What follows belongs to an exercise in optimizing a design on an open flow for small area; a production flow would make more cautious choices. RTL that was checked went through simulation tests only; none was proved equivalent to the original. Power figures rest on the tool's default switching activity, not on a simulated workload.

// dac_spi_rx
module dac_spi_rx #(
  parameter int SYNC_STAGES = 2,
  parameter int NBITS       = 24,
  parameter int NCH         = 16
) (
  input  logic        clk,
  input  logic        rst,
  input  logic        spi_sync,
  input  logic        spi_sclk,
  input  logic        spi_data,
  input  logic [3:0]  rd_addr,
  output logic [15:0] rd_data,
  output logic        rx_valid,
  output logic [3:0]  rx_comm,
  output logic [3:0]  rx_addr,
  output logic [15:0] rx_data,
  output logic        frame_err,
  output logic        busy
);
==> module dac_spi_rx, before the edit <==
module dac_spi_rx #(
  parameter int SYNC_STAGES = 2,
  parameter int NBITS       = 24,
  parameter int NCH         = 16
) (
  input  logic        clk,
  input  logic        rst,
  input  logic        spi_sync,
  input  logic        spi_sclk,
  input  logic        spi_data,
  input  logic [3:0]  rd_addr,
  output logic [15:0] rd_data,
  output logic        rx_valid,
  output logic [3:0]  rx_comm,
  output logic [3:0]  rx_addr,
  output logic [15:0] rx_data,
  output logic        frame_err,
  output logic        busy
);
  logic sync_s, sync_rise, sync_fall;
  logic sclk_s, sclk_rise, sclk_fall;
  logic data_s, data_rise, data_fall;
  logic unused_edges;
  spi_in_sync #(.STAGES(SYNC_STAGES), .RST_VAL(1'b1)) u_sync_sync (
    .clk(clk), .rst(rst), .din(spi_sync), .dout(sync_s), .rise(sync_rise), .fall(sync_fall));
  spi_in_sync #(.STAGES(SYNC_STAGES), .RST_VAL(1'b1)) u_sclk_sync (
    .clk(clk), .rst(rst), .din(spi_sclk), .dout(sclk_s), .rise(sclk_rise), .fall(sclk_fall));
  spi_in_sync #(.STAGES(SYNC_STAGES), .RST_VAL(1'b0)) u_data_sync (
    .clk(clk), .rst(rst), .din(spi_data), .dout(data_s), .rise(data_rise), .fall(data_fall));
  assign unused_edges = ^{sync_s, sclk_s, sclk_rise, data_rise, data_fall};
  dac_spi_pkg::rx_state_e                 state_q, state_d;
  logic [dac_spi_pkg::DAC_FRAME_BITS-1:0] sr_q, sr_d;
  logic [4:0]                cnt_q, cnt_d;
  logic                      rx_valid_q, rx_valid_d;
  logic                      frame_err_q, frame_err_d;
  logic [3:0]                rx_comm_q, rx_comm_d;
  logic [3:0]                rx_addr_q, rx_addr_d;
  logic [15:0]               rx_data_q, rx_data_d;
  logic                      good;
  always_comb begin
    state_d     = state_q;
    sr_d        = sr_q;
    cnt_d       = cnt_q;
    good        = 1'b0;
    frame_err_d = 1'b0;
    case (state_q)
      dac_spi_pkg::ST_IDLE: begin
        if (sync_fall) begin
          state_d = dac_spi_pkg::ST_SHIFT;
          cnt_d   = '0;
        end
      end
      dac_spi_pkg::ST_SHIFT: begin
        if (sclk_fall) begin
          sr_d = {sr_q[dac_spi_pkg::DAC_FRAME_BITS-2:0], data_s};
          if (cnt_q != 5'd31) cnt_d = cnt_q + 5'd1;
        end
        if (sync_rise) state_d = dac_spi_pkg::ST_DONE;
      end
      dac_spi_pkg::ST_DONE: begin
        state_d = dac_spi_pkg::ST_IDLE;
        if (cnt_q == 5'(NBITS)) good = 1'b1;
        else                    frame_err_d = 1'b1;
      end
      default: state_d = dac_spi_pkg::ST_IDLE;
    endcase
    rx_valid_d = good;
    rx_comm_d  = good ? sr_q[dac_spi_pkg::COMM_MSB -: 4]  : rx_comm_q;
    rx_addr_d  = good ? sr_q[dac_spi_pkg::ADDR_MSB -: 4]  : rx_addr_q;
    rx_data_d  = good ? sr_q[dac_spi_pkg::DATA_MSB -: 16] : rx_data_q;
  end
  always_ff @(posedge clk or negedge rst) begin
    if (!rst) begin
      state_q     <= dac_spi_pkg::ST_IDLE;
      cnt_q       <= '0;
      rx_valid_q  <= 1'b0;
      frame_err_q <= 1'b0;
      rx_comm_q   <= '0;
      rx_addr_q   <= '0;
      rx_data_q   <= '0;
    end else begin
      state_q     <= state_d;
      cnt_q       <= cnt_d;
      rx_valid_q  <= rx_valid_d;
      frame_err_q <= frame_err_d;
      rx_comm_q   <= rx_comm_d;
      rx_addr_q   <= rx_addr_d;
      rx_data_q   <= rx_data_d;
    end
  end
  always_ff @(posedge clk) sr_q <= sr_d;
  logic [NCH-1:0][15:0] in_r, out_r;      
  logic [3:0]           ptr_q;            
  logic                 ready_q;          
  logic                 pend_q;           
  logic                 run_q;            
  logic                 act;              
  logic                 c_wr;             
  logic                 p_hit, p_upd;
  logic [15:0]          in_new, out_new;
  assign c_wr  = (rx_comm_q[1:0] != 2'd1);
  assign act   = pend_q & (run_q | (ptr_q == 4'd0));
  assign p_hit = (ptr_q == rx_addr_q);
  assign p_upd = (rx_comm_q[1:0] == 2'd2) | (rx_comm_q[0] & p_hit);
  assign in_new  = (~ready_q | (act & c_wr & p_hit)) ? rx_data_q : in_r[0];
  assign out_new = (~ready_q | (act & p_upd)) ? in_new : out_r[0];
  always_ff @(posedge clk) begin
    in_r  <= {in_new,  in_r[NCH-1:1]};
    out_r <= {out_new, out_r[NCH-1:1]};
  end
  always_ff @(posedge clk or negedge rst) begin
    if (!rst) begin
      ptr_q   <= '0;
      ready_q <= 1'b0;
      pend_q  <= 1'b0;
      run_q   <= 1'b0;
    end else begin
      ptr_q <= ptr_q + 4'd1;
      if (ptr_q == 4'd15) ready_q <= 1'b1;
      if (good) begin
        pend_q <= (sr_q[dac_spi_pkg::COMM_MSB -: 2] == 2'd0);
      end else if (act) begin
        if (ptr_q == 4'd15) begin
          pend_q <= 1'b0;
          run_q  <= 1'b0;
        end else begin
          run_q  <= 1'b1;
        end
      end
    end
  end
  logic [1:0]  r_lo, r_hi;
  logic        r_borrow;
  logic        r_hit, r_upd, r_new, use_rx, use_in;
  logic [3:0][15:0] r_out4, r_in4;
  logic [15:0] r_out, r_in;
  assign r_lo     = rd_addr[1:0] - ptr_q[1:0];
  assign r_borrow = (rd_addr[1:0] < ptr_q[1:0]);
  assign r_hi     = rd_addr[3:2] - ptr_q[3:2] - {1'b0, r_borrow};
  always_comb begin
    for (int g = 0; g < 4; g++) begin
      r_out4[g] = out_r[4*g + r_lo];
      r_in4[g]  = in_r[4*g + r_lo];
    end
  end
  assign r_out = r_out4[r_hi];
  assign r_in  = r_in4[r_hi];
  assign r_hit = (rd_addr == rx_addr_q);
  assign r_upd = (rx_comm_q[1:0] == 2'd2) | (rx_comm_q[0] & r_hit);
  assign r_new = pend_q & ~(run_q & (rd_addr < ptr_q)) & r_upd;
  assign use_rx = ~ready_q | (r_new & c_wr & r_hit);
  assign use_in = r_new;
  always_comb begin
    if (use_rx)      rd_data = rx_data_q;
    else if (use_in) rd_data = r_in;
    else             rd_data = r_out;
  end
  assign rx_valid  = rx_valid_q;
  assign frame_err = frame_err_q;
  assign rx_comm   = rx_comm_q;
  assign rx_addr   = rx_addr_q;
  assign rx_data   = rx_data_q;
  assign busy      = (state_q == dac_spi_pkg::ST_SHIFT);
endmodule
Settings: LEC_CHECK=0, CAP_MARGIN=20, CORE_MARGIN=2, CORE_UTILIZATION=40, SLEW_MARGIN=20; clock period 5.0 ns.
run.sh (not shown) runs the stock make flow with config.mk's settings and CLKGATE_MAP_FILE= SYNTH_SCRIPT=/design/flow/synth_recipe.tcl, a recipe that flattens the netlist after the stock synthesis.
The baseline finished but fails on negative setup slack.
==> next run, changes <==
--- a/flow/design.v
+++ b/flow/design.v
@@ -174,31 +174,50 @@
         end else begin
           run_q  <= 1'b1;
         end
       end
     end
   end
+  logic [3:0]  nq;       
   logic [1:0]  r_lo, r_hi;
-  logic        r_borrow;
+  logic        r_c2, r_done;
   logic        r_hit, r_upd, r_new, use_rx, use_in;
   logic [3:0][15:0] r_out4, r_in4;
   logic [15:0] r_out, r_in;
-  assign r_lo     = rd_addr[1:0] - ptr_q[1:0];
-  assign r_borrow = (rd_addr[1:0] < ptr_q[1:0]);
-  assign r_hi     = rd_addr[3:2] - ptr_q[3:2] - {1'b0, r_borrow};
+  logic [3:0]  h0, h1;   
+  assign nq = 4'd0 - ptr_q;
+  assign r_lo[0] = rd_addr[0] ? ~nq[0] : nq[0];
+  assign r_lo[1] = rd_addr[1] ? ~(rd_addr[0] ? (nq[1] ^ nq[0]) : nq[1])
+                              :  (rd_addr[0] ? (nq[1] ^ nq[0]) : nq[1]);
+  assign r_c2 = rd_addr[1] ? (nq[1] | (rd_addr[0] & nq[0])) : (nq[1] & rd_addr[0] & nq[0]);
+  assign h0 = {2'b00, nq[3:2]};
+  assign h1 = {2'b00, nq[3:2] + 2'd1};
+  always_comb begin
+    logic [1:0] e;
+    e = r_c2 ? h1[1:0] : h0[1:0];
+    r_hi[0] = rd_addr[2] ? ~e[0] : e[0];
+    r_hi[1] = rd_addr[3] ? ~(rd_addr[2] ? (e[1] ^ e[0]) : e[1])
+                         :  (rd_addr[2] ? (e[1] ^ e[0]) : e[1]);
+  end
+  always_comb begin
+    logic lt1, lt2;
+    lt1    = rd_addr[1] ? (ptr_q[1] & ~rd_addr[0] & ptr_q[0]) : (ptr_q[1] | (~rd_addr[0] & ptr_q[0]));
+    lt2    = rd_addr[2] ? (ptr_q[2] & lt1) : (ptr_q[2] | lt1);
+    r_done = rd_addr[3] ? (ptr_q[3] & lt2) : (ptr_q[3] | lt2);
+  end
   always_comb begin
     for (int g = 0; g < 4; g++) begin
       r_out4[g] = out_r[4*g + r_lo];
       r_in4[g]  = in_r[4*g + r_lo];
     end
   end
   assign r_out = r_out4[r_hi];
   assign r_in  = r_in4[r_hi];
   assign r_hit = (rd_addr == rx_addr_q);
   assign r_upd = (rx_comm_q[1:0] == 2'd2) | (rx_comm_q[0] & r_hit);
-  assign r_new = pend_q & ~(run_q & (rd_addr < ptr_q)) & r_upd;
+  assign r_new = pend_q & ~(run_q & r_done) & r_upd;
   assign use_rx = ~ready_q | (r_new & c_wr & r_hit);
   assign use_in = r_new;
   always_comb begin
     if (use_rx)      rd_data = rx_data_q;
     else if (use_in) rd_data = r_in;
     else             rd_data = r_out;
After rerunning: With this change the flow completed without violations. Worst hold slack barely changes. Design area went down by 4.1%. Routed wire length goes down by 15%. Sequential share of layout area came out higher by 2.3 points. Clock-buffer cell count is lower by 8. Utilization shrinks by 0.59 points. Worst setup slack improved by 0.18 ns.
Only the layout flow was run in the first run of this note; the RTL was not checked for function there.

========
The RTL this note starts from:
==> flow/design.v <==
`timescale 1ns/1ps
package dac_spi_pkg;
  localparam logic [3:0] CMD_WR_IN      = 4'h0;
  localparam logic [3:0] CMD_UPD        = 4'h1;
  localparam logic [3:0] CMD_WR_UPD_ALL = 4'h2;
  localparam logic [3:0] CMD_WR_UPD     = 4'h3;
  localparam int DAC_FRAME_BITS = 24;
  localparam int COMM_MSB       = 23;
  localparam int ADDR_MSB       = 19;
  localparam int DATA_MSB       = 15;
  typedef enum logic [1:0] {
    ST_IDLE  = 2'd0,
    ST_SHIFT = 2'd1,
    ST_DONE  = 2'd2
  } rx_state_e;
endpackage
`timescale 1ns/1ps
module spi_in_sync #(
  parameter int   STAGES  = 2,
  parameter logic RST_VAL = 1'b0
) (
  input  logic clk,
  input  logic rst,
  input  logic din,
  output logic dout,
  output logic rise,
  output logic fall
);
  logic [STAGES-1:0] sync_q, sync_d;
  logic              prev_q, prev_d;
  always_comb begin
    sync_d = {sync_q[STAGES-2:0], din};
    prev_d = sync_q[STAGES-1];
  end
  always_ff @(posedge clk or negedge rst) begin
    if (!rst) begin
      sync_q <= {STAGES{RST_VAL}};
      prev_q <= RST_VAL;
    end else begin
      sync_q <= sync_d;
      prev_q <= prev_d;
    end
  end
  assign dout = sync_q[STAGES-1];
  assign rise = dout & ~prev_q;
  assign fall = ~dout & prev_q;
endmodule
`timescale 1ns/1ps
module dac_spi_rx #(
  parameter int SYNC_STAGES = 2,
  parameter int NBITS       = 24,
  parameter int NCH         = 16
) (
  input  logic        clk,
  input  logic        rst,
  input  logic        spi_sync,
  input  logic        spi_sclk,
  input  logic        spi_data,
  input  logic [3:0]  rd_addr,
  output logic [15:0] rd_data,
  output logic        rx_valid,
  output logic [3:0]  rx_comm,
  output logic [3:0]  rx_addr,
  output logic [15:0] rx_data,
  output logic        frame_err,
  output logic        busy
);
  logic sync_s, sync_rise, sync_fall;
  logic sclk_s, sclk_rise, sclk_fall;
  logic data_s, data_rise, data_fall;
  logic unused_edges;
  spi_in_sync #(.STAGES(SYNC_STAGES), .RST_VAL(1'b1)) u_sync_sync (
    .clk(clk), .rst(rst), .din(spi_sync), .dout(sync_s), .rise(sync_rise), .fall(sync_fall));
  spi_in_sync #(.STAGES(SYNC_STAGES), .RST_VAL(1'b1)) u_sclk_sync (
    .clk(clk), .rst(rst), .din(spi_sclk), .dout(sclk_s), .rise(sclk_rise), .fall(sclk_fall));
  spi_in_sync #(.STAGES(SYNC_STAGES), .RST_VAL(1'b0)) u_data_sync (
    .clk(clk), .rst(rst), .din(spi_data), .dout(data_s), .rise(data_rise), .fall(data_fall));
  assign unused_edges = ^{sync_s, sclk_s, sclk_rise, data_rise, data_fall};
  dac_spi_pkg::rx_state_e                 state_q, state_d;
  logic [dac_spi_pkg::DAC_FRAME_BITS-1:0] sr_q, sr_d;
  logic [4:0]                cnt_q, cnt_d;
  logic                      rx_valid_q, rx_valid_d;
  logic                      frame_err_q, frame_err_d;
  logic [3:0]                rx_comm_q, rx_comm_d;
  logic [3:0]                rx_addr_q, rx_addr_d;
  logic [15:0]               rx_data_q, rx_data_d;
  logic                      good;
  always_comb begin
    state_d     = state_q;
    sr_d        = sr_q;
    cnt_d       = cnt_q;
    good        = 1'b0;
    frame_err_d = 1'b0;
    case (state_q)
      dac_spi_pkg::ST_IDLE: begin
        if (sync_fall) begin
          state_d = dac_spi_pkg::ST_SHIFT;
          cnt_d   = '0;
        end
      end
      dac_spi_pkg::ST_SHIFT: begin
        if (sclk_fall) begin
          sr_d = {sr_q[dac_spi_pkg::DAC_FRAME_BITS-2:0], data_s};
          if (cnt_q != 5'd31) cnt_d = cnt_q + 5'd1;
        end
        if (sync_rise) state_d = dac_spi_pkg::ST_DONE;
      end
      dac_spi_pkg::ST_DONE: begin
        state_d = dac_spi_pkg::ST_IDLE;
        if (cnt_q == 5'(NBITS)) good = 1'b1;
        else                    frame_err_d = 1'b1;
      end
      default: state_d = dac_spi_pkg::ST_IDLE;
    endcase
    rx_valid_d = good;
    rx_comm_d  = good ? sr_q[dac_spi_pkg::COMM_MSB -: 4]  : rx_comm_q;
    rx_addr_d  = good ? sr_q[dac_spi_pkg::ADDR_MSB -: 4]  : rx_addr_q;
    rx_data_d  = good ? sr_q[dac_spi_pkg::DATA_MSB -: 16] : rx_data_q;
  end
  always_ff @(posedge clk or negedge rst) begin
    if (!rst) begin
      state_q     <= dac_spi_pkg::ST_IDLE;
      cnt_q       <= '0;
      rx_valid_q  <= 1'b0;
      frame_err_q <= 1'b0;
      rx_comm_q   <= '0;
      rx_addr_q   <= '0;
      rx_data_q   <= '0;
    end else begin
      state_q     <= state_d;
      cnt_q       <= cnt_d;
      rx_valid_q  <= rx_valid_d;
      frame_err_q <= frame_err_d;
      rx_comm_q   <= rx_comm_d;
      rx_addr_q   <= rx_addr_d;
      rx_data_q   <= rx_data_d;
    end
  end
  always_ff @(posedge clk) sr_q <= sr_d;
  logic [NCH-1:0][15:0] in_r, out_r;      
  logic [3:0]           ptr_q;            
  logic                 ready_q;          
  logic                 pend_q;           
  logic                 run_q;            
  logic                 act;              
  logic                 c_wr;             
  logic                 p_hit, p_upd;
  logic [15:0]          in_new, out_new;
  assign c_wr  = (rx_comm_q[1:0] != 2'd1);
  assign act   = pend_q & (run_q | (ptr_q == 4'd0));
  assign p_hit = (ptr_q == rx_addr_q);
  assign p_upd = (rx_comm_q[1:0] == 2'd2) | (rx_comm_q[0] & p_hit);
  assign in_new  = (~ready_q | (act & c_wr & p_hit)) ? rx_data_q : in_r[0];
  assign out_new = (~ready_q | (act & p_upd)) ? in_new : out_r[0];
  always_ff @(posedge clk) begin
    in_r  <= {in_new,  in_r[NCH-1:1]};
    out_r <= {out_new, out_r[NCH-1:1]};
  end
  always_ff @(posedge clk or negedge rst) begin
    if (!rst) begin
      ptr_q   <= '0;
      ready_q <= 1'b0;
      pend_q  <= 1'b0;
      run_q   <= 1'b0;
    end else begin
      ptr_q <= ptr_q + 4'd1;
      if (ptr_q == 4'd15) ready_q <= 1'b1;
      if (good) begin
        pend_q <= (sr_q[dac_spi_pkg::COMM_MSB -: 2] == 2'd0);
      end else if (act) begin
        if (ptr_q == 4'd15) begin
          pend_q <= 1'b0;
          run_q  <= 1'b0;
        end else begin
          run_q  <= 1'b1;
        end
      end
    end
  end
  logic [3:0] a_lo, a_hi;           
  logic [3:0] p_lo, p_hi0, p_hi1;   
  logic [3:0] p_gt;                 
  logic [3:0] p_hgt;                
  logic [3:0] r_lo1, r_hi0, r_hi1, r_hi1h;
  logic       r_borrow, r_done, r_lt_hi, r_eq_hi;
  always_comb begin
    for (int m = 0; m < 4; m++) begin
      a_lo[m]  = (rd_addr[1:0] == 2'(m));
      a_hi[m]  = (rd_addr[3:2] == 2'(m));
      p_lo[m]  = (ptr_q[1:0] == 2'(m));
      p_hi0[m] = (ptr_q[3:2] == 2'(m));
      p_hi1[m] = (ptr_q[3:2] + 2'd1 == 2'(m));
      p_gt[m]  = (ptr_q[1:0] > 2'(m));
      p_hgt[m] = (ptr_q[3:2] > 2'(m));
    end
    for (int j = 0; j < 4; j++) begin
      r_lo1[j] = 1'b0;
      r_hi0[j] = 1'b0;
      r_hi1[j] = 1'b0;
      for (int m = 0; m < 4; m++) begin
        r_lo1[j] = r_lo1[j] | (a_lo[m] & p_lo[2'(m - j)]);
        r_hi0[j] = r_hi0[j] | (a_hi[m] & p_hi0[2'(m - j)]);
        r_hi1[j] = r_hi1[j] | (a_hi[m] & p_hi1[2'(m - j)]);
      end
    end
    r_borrow = 1'b0;
    r_lt_hi  = 1'b0;
    r_eq_hi  = 1'b0;
    for (int m = 0; m < 4; m++) begin
      r_borrow = r_borrow | (a_lo[m] & p_gt[m]);
      r_lt_hi  = r_lt_hi  | (a_hi[m] & p_hgt[m]);
      r_eq_hi  = r_eq_hi  | (a_hi[m] & p_hi0[m]);
    end
    r_hi1h = r_borrow ? r_hi1 : r_hi0;
    r_done = r_lt_hi | (r_eq_hi & r_borrow);
  end
  logic r_hit, r_upd, r_new, use_rx, use_in, use_out;
  assign r_hit = (rd_addr == rx_addr_q);
  assign r_upd = (rx_comm_q[1:0] == 2'd2) | (rx_comm_q[0] & r_hit);
  assign r_new = pend_q & ~(run_q & r_done) & r_upd;
  assign use_rx  = ~ready_q | (r_new & c_wr & r_hit);
  assign use_in  = ~use_rx & r_new;
  assign use_out = ~use_rx & ~r_new;
  logic [NCH-1:0] r_oh;
  always_comb begin
    for (int k = 0; k < NCH; k++) r_oh[k] = r_hi1h[k / 4] & r_lo1[k % 4];
  end
  for (genvar b = 0; b < 16; b++) begin : g_rd
    logic [5:0] yo, yi;
    logic       po, pi;
    for (genvar j = 0; j < 5; j++) begin : g_j
      dac_spi_aoi222 u_o (.a0(out_r[3*j][b]), .b0(r_oh[3*j]), .a1(out_r[3*j+1][b]), .b1(r_oh[3*j+1]),
                          .a2(out_r[3*j+2][b]), .b2(r_oh[3*j+2]), .y(yo[j]));
      dac_spi_aoi222 u_i (.a0(in_r[3*j][b]), .b0(r_oh[3*j]), .a1(in_r[3*j+1][b]), .b1(r_oh[3*j+1]),
                          .a2(in_r[3*j+2][b]), .b2(r_oh[3*j+2]), .y(yi[j]));
    end
    assign yo[5] = ~(out_r[15][b] & r_oh[15]);
    assign yi[5] = ~(in_r[15][b] & r_oh[15]);
    assign po = ~&yo;
    assign pi = ~&yi;
    assign rd_data[b] = (po & use_out) | (pi & use_in) | (rx_data_q[b] & use_rx);
  end
  assign rx_valid  = rx_valid_q;
  assign frame_err = frame_err_q;
  assign rx_comm   = rx_comm_q;
  assign rx_addr   = rx_addr_q;
  assign rx_data   = rx_data_q;
  assign busy      = (state_q == dac_spi_pkg::ST_SHIFT);
endmodule
module dac_spi_aoi222 (
  input  logic a0, b0, a1, b1, a2, b2,
  output logic y
);
  assign y = ~((a0 & b0) | (a1 & b1) | (a2 & b2));
endmodule
clock: 5.0 ns
lec_check: 0
cap_margin: 20
core_margin: 2
core_utilization: 40
gpl_timing_driven: 0
slew_margin: 20
synth_hierarchical: 1
synth_minimum_keep_size: 0
standard.sh (not shown) runs the stock make flow with config.mk's settings and CLKGATE_MAP_FILE= SYNTH_SCRIPT=/design/flow/synth_recipe.tcl, a recipe that flattens the netlist after the stock synthesis.
==> flow/flow/run.sh <==
#!/bin/bash
# Own layout flow: the standard synthesis, then the standard ORFS steps with:
#  - port buffers of a plain buffer cell (sky130_fd_sc_hd__buf_1) that the resizer may resize
#    freely (MATCH_CELL_FOOTPRINT=0), instead of a delay-buffer footprint,
#  - clock tree synthesis with small clock buffers and small sink clusters, and no dummy
#    balancing loads.
# Each tool's output goes to synth.log / layout.log in the work folder.
set -euo pipefail
cd "$(dirname "$0")/.."
bash standard.sh synth > synth.log 2>&1
bash standard.sh \
  "BUFFER_PORTS_ARGS=-buffer_cell sky130_fd_sc_hd__buf_1" \
  "CTS_ARGS=-sink_clustering_enable -repair_clock_nets -sink_clustering_size 10 -sink_clustering_max_diameter 30 -buf_list {sky130_fd_sc_hd__clkbuf_4} -dont_use_dummy_load" \
  "MATCH_CELL_FOOTPRINT=0" \
  finish > layout.log 2>&1
The baseline produced a layout that fails on setup timing.
Then changed:
--- a/flow/design.v
+++ b/flow/design.v
@@ -138,7 +138,7 @@
   end
   always_ff @(posedge clk) sr_q <= sr_d;
   logic [NCH-1:0][15:0] in_r, out_r;      
-  logic [3:0]           ptr_q;            
+  logic [3:0]           plo_q, phi_q;     
   logic                 ready_q;          
   logic                 pend_q;           
   logic                 run_q;            
@@ -147,8 +147,11 @@
   logic                 p_hit, p_upd;
   logic [15:0]          in_new, out_new;
   assign c_wr  = (rx_comm_q[1:0] != 2'd1);
-  assign act   = pend_q & (run_q | (ptr_q == 4'd0));
-  assign p_hit = (ptr_q == rx_addr_q);
+  logic p_first, p_last;    
+  assign p_first = plo_q[0] & phi_q[0];
+  assign p_last  = plo_q[3] & phi_q[3];
+  assign act   = pend_q & (run_q | p_first);
+  assign p_hit = plo_q[rx_addr_q[1:0]] & phi_q[rx_addr_q[3:2]];
   assign p_upd = (rx_comm_q[1:0] == 2'd2) | (rx_comm_q[0] & p_hit);
   assign in_new  = (~ready_q | (act & c_wr & p_hit)) ? rx_data_q : in_r[0];
   assign out_new = (~ready_q | (act & p_upd)) ? in_new : out_r[0];
@@ -158,17 +161,19 @@
   end
   always_ff @(posedge clk or negedge rst) begin
     if (!rst) begin
-      ptr_q   <= '0;
+      plo_q   <= 4'b0001;
+      phi_q   <= 4'b0001;
       ready_q <= 1'b0;
       pend_q  <= 1'b0;
       run_q   <= 1'b0;
     end else begin
-      ptr_q <= ptr_q + 4'd1;
-      if (ptr_q == 4'd15) ready_q <= 1'b1;
+      plo_q <= {plo_q[2:0], plo_q[3]};
+      if (plo_q[3]) phi_q <= {phi_q[2:0], phi_q[3]};
+      if (p_last) ready_q <= 1'b1;
       if (good) begin
         pend_q <= (sr_q[dac_spi_pkg::COMM_MSB -: 2] == 2'd0);
       end else if (act) begin
-        if (ptr_q == 4'd15) begin
+        if (p_last) begin
           pend_q <= 1'b0;
           run_q  <= 1'b0;
         end else begin
@@ -181,26 +186,28 @@
   logic [3:0] p_lo, p_hi0, p_hi1;   
   logic [3:0] p_gt;                 
   logic [3:0] p_hgt;                
-  logic [3:0] r_lo1, r_hi0, r_hi1, r_hi1h;
+  logic [3:0] r_lo1;
+  logic [3:0][3:0] p_hs, r_hs;      
   logic       r_borrow, r_done, r_lt_hi, r_eq_hi;
   always_comb begin
     for (int m = 0; m < 4; m++) begin
       a_lo[m]  = (rd_addr[1:0] == 2'(m));
       a_hi[m]  = (rd_addr[3:2] == 2'(m));
-      p_lo[m]  = (ptr_q[1:0] == 2'(m));
-      p_hi0[m] = (ptr_q[3:2] == 2'(m));
-      p_hi1[m] = (ptr_q[3:2] + 2'd1 == 2'(m));
-      p_gt[m]  = (ptr_q[1:0] > 2'(m));
-      p_hgt[m] = (ptr_q[3:2] > 2'(m));
+      p_lo[m]  = plo_q[m];
+      p_hi0[m] = phi_q[m];
+      p_hi1[m] = phi_q[(m + 3) % 4];
+      p_gt[m]  = |(plo_q >> (m + 1));
+      p_hgt[m] = |(phi_q >> (m + 1));
     end
     for (int j = 0; j < 4; j++) begin
       r_lo1[j] = 1'b0;
-      r_hi0[j] = 1'b0;
-      r_hi1[j] = 1'b0;
       for (int m = 0; m < 4; m++) begin
-        r_lo1[j] = r_lo1[j] | (a_lo[m] & p_lo[2'(m - j)]);
-        r_hi0[j] = r_hi0[j] | (a_hi[m] & p_hi0[2'(m - j)]);
-        r_hi1[j] = r_hi1[j] | (a_hi[m] & p_hi1[2'(m - j)]);
+        p_hs[j][m] = p_gt[3 - j] ? p_hi1[m] : p_hi0[m];
+        r_lo1[j] = r_lo1[j] | (a_lo[m] & p_lo[(m - j + 4) % 4]);
+      end
+      for (int g = 0; g < 4; g++) begin
+        r_hs[j][g] = 1'b0;
+        for (int m = 0; m < 4; m++) r_hs[j][g] = r_hs[j][g] | (a_hi[m] & p_hs[j][(m - g + 4) % 4]);
       end
     end
     r_borrow = 1'b0;
@@ -211,7 +218,6 @@
       r_lt_hi  = r_lt_hi  | (a_hi[m] & p_hgt[m]);
       r_eq_hi  = r_eq_hi  | (a_hi[m] & p_hi0[m]);
     end
-    r_hi1h = r_borrow ? r_hi1 : r_hi0;
     r_done = r_lt_hi | (r_eq_hi & r_borrow);
   end
   logic r_hit, r_upd, r_new, use_rx, use_in, use_out;
@@ -223,7 +229,7 @@
   assign use_out = ~use_rx & ~r_new;
   logic [NCH-1:0] r_oh;
   always_comb begin
-    for (int k = 0; k < NCH; k++) r_oh[k] = r_hi1h[k / 4] & r_lo1[k % 4];
+    for (int k = 0; k < NCH; k++) r_oh[k] = r_hs[k % 4][k / 4] & r_lo1[k % 4];
   end
   for (genvar b = 0; b < 16; b++) begin : g_rd
     logic [5:0] yo, yi;
Effect:
- Now the flow went through all stages and came out clean
- clock-buffer cell count is lower by 2
- power is lower by 1.7%
- wire length goes up by 3.2%
- worst setup slack gets better by 0.20 ns
- non-clock buffer count shrinks by 20
- worst hold slack gets better by 0.028 ns
- first-iteration DRC count went down by 5.2%
Function not checked in the first run of this note: the RTL went through the layout flow alone.

==> static timing again, ports no longer ideal <==
Ports are ideal in the flow. The routed layouts listed here were re-timed in OpenROAD. Step 1 sets driving cells, clkbuf_16 on the clock port and buf_2 on the other inputs (assumed; they add their load-dependent delay and slew). Step 2 times the ports against the registers' clock, not the clock port: input delays grow and output delays shrink by t, the midpoint of the rising clock arrivals with the driver on. Three values: no drivers, after step 1, after step 2; two values: the first two.
run	t (ns)	setup WS [ns]	hold slack, ns	worst slew at a driven data input, ns
the first run of note 1	0.657	-0.049 / -0.087 / -0.087	0.341 / 0.341 / 0.341	0.05
the second run of note 1	0.633	0.136 / 0.112 / 0.112	0.340 / 0.340 / 0.340	0.03
the first run of note 2	0.775	-0.037 / -0.083 / 0.010	0.130 / 0.106 / 0.211	0.04
the second run of note 2	0.818	0.161 / 0.131 / 0.131	0.158 / 0.129 / 0.274	0.03
The setup slack of the first run of note 1, which loses most, moves by -0.038 ns with the drivers and by -0.038 ns with both steps.
